Background: an optimization exercise with open tools, aiming at small area, a short achievable clock period and few clock cycles. Do not read the settings as production practice. Only simulation tests tie the RTL to the original design; equivalence was not proved. Power and IR drop assume default switching activity.

// ss_pipeline
module ss_pipeline (
	input  logic         clock,
	input  logic         reset,
	output logic [7:0]   imem_addr,
	input  logic [47:0]  imem_data,
	output logic [2:0]   commit_valid,
	output logic [23:0]  commit_pc,
	output logic [2:0]   commit_wr_en,
	output logic [8:0]   commit_rd,
	output logic [47:0]  commit_data,
	output logic [2:0]   commit_stop,
	output logic         halted
);
Settings: LEC_CHECK=0, CAP_MARGIN=20, CORE_MARGIN=2, CORE_UTILIZATION=40, SETUP_SLACK_MARGIN=3.2, SLEW_MARGIN=20; clock period 6.0 ns.
run.sh (not shown) runs the stock make flow with config.mk's settings and CLKGATE_MAP_FILE= SYNTH_SCRIPT=/design/flow/synth_recipe.tcl, a recipe that flattens the netlist after the stock synthesis.
Testbench counts at the start, summed over its fixed seeds: cycles 8,821.
Then changed:
CORE_UTILIZATION = 60   (was 40)
SETUP_SLACK_MARGIN = 3   (was 3.2)
Outcome:
- clock power went down by about 4%
- design area fell by 3.6%
- clock skew shrinks by 3.3 ps
- routed wire length went down by 1.4%

Another version of the RTL of ss_pipeline (not shown whole).
Size in the first run: about 1200 cells after synthesis, about 220 flip-flops, roughly 150 I/O pins, about 12000 sq um of cells after synthesis.
export LEC_CHECK = 0
export CAP_MARGIN = 20
export CORE_MARGIN = 2
export CORE_UTILIZATION = 30
export SETUP_SLACK_MARGIN = 3
export SLEW_MARGIN = 20
create_clock -name core_clock -period 6.0 [get_ports {clock}]
standard.sh (not shown) runs the stock make flow with config.mk's settings and CLKGATE_MAP_FILE= SYNTH_SCRIPT=/design/flow/synth_recipe.tcl, a recipe that flattens the netlist after the stock synthesis.
==> flow/flow/run.sh <==
#!/bin/bash
# The standard layout (standard synthesis, floorplan, placement, CTS,
# routing), except that the port buffers placed before global placement
# are sky130_fd_sc_hd__buf_2 rather than the flow's default choice (a
# clkdlybuf4s50 delay buffer), which is slow on the input and output
# paths. Make's full output goes to flow_make.log in this folder; ORFS
# keeps each step's log under orfs/logs.
set -euo pipefail
bash standard.sh "BUFFER_PORTS_ARGS=-buffer_cell sky130_fd_sc_hd__buf_2" finish > flow_make.log 2>&1
The starting point completed without violations.
Testbench counts at the start, summed over its fixed seeds: cycles 7,372.
Next try:
- ABC_AREA: not set -> 1
- ABC_CLOCK_PERIOD_IN_PS: not set -> 2500
- CORE_UTILIZATION: 30 -> 40
Effect: Setup slack gains 54 ps. Routed wire length rises by 17%. Final cell count increases by 25%. Design area came out higher by 2.4%. Critical path depth is unchanged. Hold slack stays flat. Combinational power rose by 41%.
Next try:
- ABC_AREA: 1 -> not set
- ABC_CLOCK_PERIOD_IN_PS: 2500 -> not set
- CORE_UTILIZATION: 40 -> 30
- PLACE_DENSITY: not set -> 0.5
=> The new run passed the timing, design-rule and antenna checks. Cell area fell by 0.49%. Routed wire length fell by 10%. Cell count fell by 20%. Via count fell by 22%. Setup slack got worse by 83 ps.

## try-quartz
ss_pipeline again, from the RTL that the note above started with.
clock: 6.0 ns
lec_check: 0
abc_area: 1
cap_margin: 20
core_margin: 2
core_utilization: 40
setup_slack_margin: 3
slew_margin: 20
Scripts as last shown in full above: flow/flow/run.sh
Testbench counts of try-quartz, summed over its fixed seeds: cycles 7,372.
The inputs of try-sierra differ from those of try-quartz as listed below.
- a deleted ABC_AREA that had been 1
## What came out
try-quartz → try-sierra: clock period minus final worst setup slack rose by 0.066 ns; post-route clock period utilization rose by 1.1 points. Worst hold slack: try-sierra vs try-quartz — no meaningful difference. Going from try-quartz to try-sierra, clock skew shrinks by 0.0059 ns. Re final worst slack: try-quartz was higher than try-sierra. The area occupied by registers on try-sierra is in line with that on try-quartz. The critical path class comes out flip-flop to flip-flop in one run and flip-flop to output port in the other, namely in try-sierra and try-quartz respectively. Cmp try-sierra vs try-quartz: portion of total power attributed to sequential cells higher in try-sierra. dfxtp_1 as the leading cell type in the layout, fill and taps excluded was reported by try-sierra, and inv_1 by try-quartz. try-sierra against try-quartz: worst setup slack after placement now sits higher; number of CTS-inserted buffers lost 7.7%; via count -about 20%; cell count shrank by 26%.
What try-delta does differently from try-sierra at the input level:
- a change of SETUP_SLACK_MARGIN from 3 to 3.1
- a change of CORE_UTILIZATION from 40 to 30
Results
Taking try-sierra as the reference, in try-delta global-route wire length before repair has increased, global routing usage on met1 now sits lower, maximum frequency higher.
Total power draw deteriorates in try-delta relative to try-sierra.
Compared with try-sierra, try-delta has extra setup slack.
Run comparison: try-sierra worst-path cell with the longest stage delay or3b_4; try-delta worst-path cell with the longest stage delay dfxtp_2
try-delta vs try-sierra, timing endpoint of the critical path: commit_pc[15] vs u_fetch.pc[5]$_SDFFE_PN0P_
For the via count of the first global-routing pass, try-delta came in about 5.3% higher than try-sierra did.
try-delta closes out successfully: all stages finished, all timing, DRC and antenna checks passed.
try-delta against try-sierra: via count climbed about 1.3%; average routed wire per standard cell dropped about 1.6%; final area climbed 760 um2.

ss_pipeline again, from the RTL that the note above started with.
==> flow/config.mk <==
export PLATFORM = sky130hd
export DESIGN_NAME = ss_pipeline
export DESIGN_NICKNAME = ss_pipeline
export VERILOG_FILES = /design/flow/design.v
export SDC_FILE = /design/flow/constraint.sdc
export NUM_CORES = 4
export LEC_CHECK = 0
export CAP_MARGIN = 20
export CORE_MARGIN = 2
export CORE_UTILIZATION = 30
export SETUP_SLACK_MARGIN = 2.9
export SLEW_MARGIN = 20
==> flow/constraint.sdc <==
create_clock -name core_clock -period 6.0 [get_ports {clock}]
set_input_delay 1.2000 -clock core_clock [delete_from_list [all_inputs] [get_ports {clock}]]
set_output_delay 1.2000 -clock core_clock [all_outputs]
set_load 0.01 [all_outputs]
Scripts as last shown in full above: flow/flow/run.sh
The first run went through all stages and came out clean.
Testbench counts at the start, summed over its fixed seeds: cycles 7,372.
Edit:
Settings changed: CORE_UTILIZATION 30 to 55, SETUP_SLACK_MARGIN 2.9 to 3.
What happened: The new run went through all stages and came out clean. Cell count went down by 13%. Synthesized cell count is unchanged. Power is higher by 2.6%. Hold slack barely changes.
Edit:
Settings changed: CORE_UTILIZATION 55 to 35.
After rerunning: Core utilization falls by 22 points; critical path depth falls by 1; non-clock buffer count rises by 3; power falls by 3.6%; die area rises by 55%; via count rises by 1.6%; register-to-register slack gains 0.03 ns.
Edit:
Settings changed: CORE_UTILIZATION 35 to 30, GPL_TIMING_DRIVEN set to 0.
=> Worst setup slack got worse by 0.072 ns. Sequential share of layout area fell by 1.4 points. Die area rose by about 16%. Final area rose by 4.5%. Sequential cell count stays the same. Critical path depth rose by 1. Register-to-register slack got worse by 0.04 ns. Via count rose by 4.5%. Clock skew rose by 0.017 ns. Global-route usage fell by 0.81 points.
Edit:
Settings changed: GPL_ROUTABILITY_DRIVEN set to 0, GPL_TIMING_DRIVEN 0 to not set.
=>
- The new run produced a clean layout
- setup slack is worse by 0.043 ns
- via count is lower by about 4%
- clock power fell by about 7%
- routed wire length came out lower by about 11%

-- afterwards: timing with drivers on the ports --
The flow's constraints put no driver on any port. The routed layouts listed below were extracted and timed again, unchanged, in two steps.
Step 1 sets driving cells, clkbuf_16 on the clock port and buf_2 on the other inputs (assumed; they add their load-dependent delay and slew).
Step 2 times the ports against the registers' clock, not the clock port: input delays grow and output delays shrink by t, the midpoint of the rising clock arrivals with the driver on.
Three values: ideal ports, drivers, drivers and shift; two values: the first two.
| run | shift t [ns] | slack for setup (ns) | worst hold slack (ns) | worst setup path at the end | worst data-port slew with drivers (ns) |
|---|---|---|---|---|---|
| the first run of note 1 | 0.486 | 3.091 / 3.015 / 2.528 | 0.321 / 0.321 / 0.321 | input to register | 0.15 |
| the second run of note 1 | 0.484 | 2.925 / 2.903 / 2.418 | 0.325 / 0.325 / 0.325 | input to register | 0.08 |
| the first run of note 2 | 0.562 | 3.085 / 3.034 / 2.543 | 0.325 / 0.325 / 0.325 | input to register | 0.06 |
| the second run of note 2 | 0.583 | 3.139 / 3.089 / 2.548 | 0.325 / 0.325 / 0.325 | input to register | 0.06 |
| the third run of note 2 | 0.569 | 3.056 / 3.012 / 2.442 | 0.325 / 0.325 / 0.325 | input to register | 0.21 |
| try-quartz | 0.583 | 3.139 / 3.089 / 2.548 | 0.325 / 0.325 / 0.325 | input to register | 0.06 |
| try-sierra | 0.558 | 3.073 / 3.031 / 2.539 | 0.326 / 0.326 / 0.326 | input to register | 0.07 |
| try-delta | 0.571 | 3.116 / 3.065 / 2.607 | 0.325 / 0.325 / 0.325 | input to register | 0.05 |
| the first run of note 4 | 0.575 | 2.941 / 2.969 / 2.394 | 0.326 / 0.326 / 0.326 | input to register | 0.05 |
| the second run of note 4 | 0.564 | 3.015 / 3.021 / 2.457 | 0.327 / 0.327 / 0.327 | input to register | 0.06 |
| the third run of note 4 | 0.559 | 3.117 / 3.084 / 2.567 | 0.325 / 0.325 / 0.325 | input to register | 0.09 |
| the fourth run of note 4 | 0.594 | 3.045 / 3.047 / 2.473 | 0.326 / 0.326 / 0.326 | input to register | 0.07 |
| the fifth run of note 4 | 0.585 | 3.002 / 2.999 / 2.427 | 0.325 / 0.325 / 0.325 | input to register | 0.08 |
After both steps setup and hold are still met in every run listed. The setup slack of the third run of note 2, which loses most, moves by -0.044 ns with the drivers and by -0.614 ns with both steps.
